Background: an optimization exercise with open tools, aiming at a short achievable clock period and few clock cycles per item. Do not read the settings as production practice. The RTL was checked by simulation tests, not by an equivalence proof against the original design. Power is estimated from default activity; no workload was simulated.

==> inputs of run a <==
// cpu_top
module cpu_top (
    input  logic                           clk,
    input  logic                           rst_n,
    output logic [cpu_pkg::xlen-1:0]       inst_addr,
    input  logic [cpu_pkg::xlen-1:0]       inst_rdata,
    output logic                           data_req,
    output logic                           data_wr,
    output logic [cpu_pkg::xlen-1:0]       data_addr,
    output logic [cpu_pkg::xlen-1:0]       data_wdata,
    input  logic [cpu_pkg::xlen-1:0]       data_rdata,
    output logic [cpu_pkg::xlen-1:0]       debug_wb_pc,
    output logic                           debug_wb_rf_wen,
    output logic [cpu_pkg::reg_addr_w-1:0] debug_wb_rf_wnum,
    output logic [cpu_pkg::xlen-1:0]       debug_wb_rf_wdata
);
    logic rst_q;
    always_ff @(posedge clk) rst_q <= rst_n;
    logic [31:0] pc_f;           
    logic [31:0] pc_i;           
    logic        vi;             
    logic        held;           
    logic [31:0] hold_inst, hold_pc;
    logic        x1_v, x1_wen, x1_ld, x1_sw, x1_beq, x1_bne;
    logic [4:0]  x1_dest, x1_sh;
    logic [31:0] x1_pc, x1_tgt, x1_pc8;
    logic        x1_add, x1_sub, x1_and, x1_or, x1_slt, x1_sll, x1_lui;
    logic [15:0] x1_alo, x1_blo, x1_slo, x1_ahi, x1_bhi, x1_shi;
    logic        x1_h1a, x1_h1b, x1_h1s;     
    logic        x2_v, x2_wen, x2_ld, x2_sw, x2_beq, x2_bne;
    logic [4:0]  x2_dest, x2_sh;
    logic [31:0] x2_pc, x2_tgt, x2_pc8;
    logic        x2_add, x2_sub, x2_and, x2_or, x2_slt, x2_sll, x2_lui;
    logic [15:0] x2_rlo, x2_alo, x2_blo, x2_slo, x2_ahi, x2_bhi, x2_shi;
    logic        x2_cs, x2_cd;               
    logic        x2_late;                    
    logic [31:0] x1_ca, x1_cb, x2_ca, x2_cb;
    logic        x1_e1ok;
    logic [31:0] x1_doh, x2_doh, m_doh, w_doh;
    logic        x1_bad;
    logic [31:0] x1_dv, pv;
    logic [31:0] m_res, m_pc, w_res, w_pc;
    logic [4:0]  m_dest, w_dest;
    logic        m_wen, m_ld, w_wen, w_ld;
    logic [31:0] rf [1:31];
  ...
export LEC_CHECK = 0
export ABC_CLOCK_PERIOD_IN_PS = 2500
export CAP_MARGIN = 20
export CORE_MARGIN = 2
export CORE_UTILIZATION = 40
export PLACE_DENSITY = 0.5
export SETUP_SLACK_MARGIN = 4.0
export SLEW_MARGIN = 20
export SYNTH_HIERARCHICAL = 1
export SYNTH_MINIMUM_KEEP_SIZE = 0
create_clock -name core_clock -period 7.0 [get_ports {clk}]
run.sh (not shown) runs the stock make flow with config.mk's settings and CLKGATE_MAP_FILE= SYNTH_SCRIPT=/design/flow/synth_recipe.tcl, a recipe that flattens the netlist after the stock synthesis.
==> run b: changes against run a <==
- PLACE_DENSITY: 0.5 -> default
==> results.txt <==
item                                                            run a               run b
GP Congestion                                                   0.908               0.938
Area taken by flip-flops and latches                     43,200 sq um        43,100 sq um
Share of cell area taken by multi-input logic gates             47.3%               47.6%
Global-route usage over all layers                              31.8%               29.8%
Filler Cells Inserted                                          22,300              21,800
Period Utilization, post-route                                  51.3%               52.3%
Arrival time worst endpoint                                   4.43 ns             4.49 ns
Post-placement cell count                                      12,800              12,800
Final wirelength                                           431,000 um          412,000 um
Reg2Reg Setup Slack                                           3.41 ns             3.34 ns
Global-route wire length before repair                     603,000 um          576,000 um
Fraction of area in registers                                   32.9%               32.9%
Final Worst Setup Slack                                       3.41 ns             3.34 ns
Worst-Margin Slew                                             1.23 ns             1.26 ns
Wire length on met3                                         31,600 um           41,400 um
Grt met3 use                                                    4.74%               6.34%
Share of power burned in registers                              42.6%               43.3%
Share of layout cells above drive strength 1                    30.8%               31.4%
Detailed placer's ending HPWL                              248,000 um          231,000 um
Outcome                              no timing/DRC/antenna violations  no timing/DRC/antenna violations
Worst Path Buf+Inv                                                  3                   2
Worst clock skew                                             0.112 ns           0.0968 ns
Startpoint of the tightest hold check path           w_pc[20]$_DFF_P_  x2_shi[11]$_DFF_P_
Worst slack after detailed placement                          1.53 ns             1.60 ns
Testbench counts of run a, summed over its fixed seeds: cycles 29,057, instrs 25,953.
Testbench counts of run b, summed over its fixed seeds: cycles 29,057, instrs 25,953.

==> port drivers added, routing unchanged <==
The flow's constraints put no driver on any port. The routed layouts listed below were extracted and timed again, unchanged, in two steps. Step 1: set_driving_cell puts a clkbuf_16 on clk and a buf_2 on each other input, an assumption about the parent block. Step 2 also shifts input and output timing later by t, the mid clock arrival at the registers, as if the neighbouring blocks saw the same clock. a / b / c = ideal ports / drivers / drivers and shift; a / b = the first two.
run | t, ns | slack for setup (ns) | worst hold slack (ns) | worst slew at a driven data input, ns | pins driven straight from the clock port
run a | 0.986 | 3.406 / 3.222 / 2.236 | 0.275 / 0.275 / 0.275 | 0.53 | 1
run b | 0.986 | 3.337 / 3.320 / 2.334 | 0.270 / 0.270 / 0.270 | 0.59 | 1
After both steps every run listed still meets setup and hold. The setup slack of run a, which loses most, moves by -0.184 ns with the drivers and by -1.170 ns with both steps.
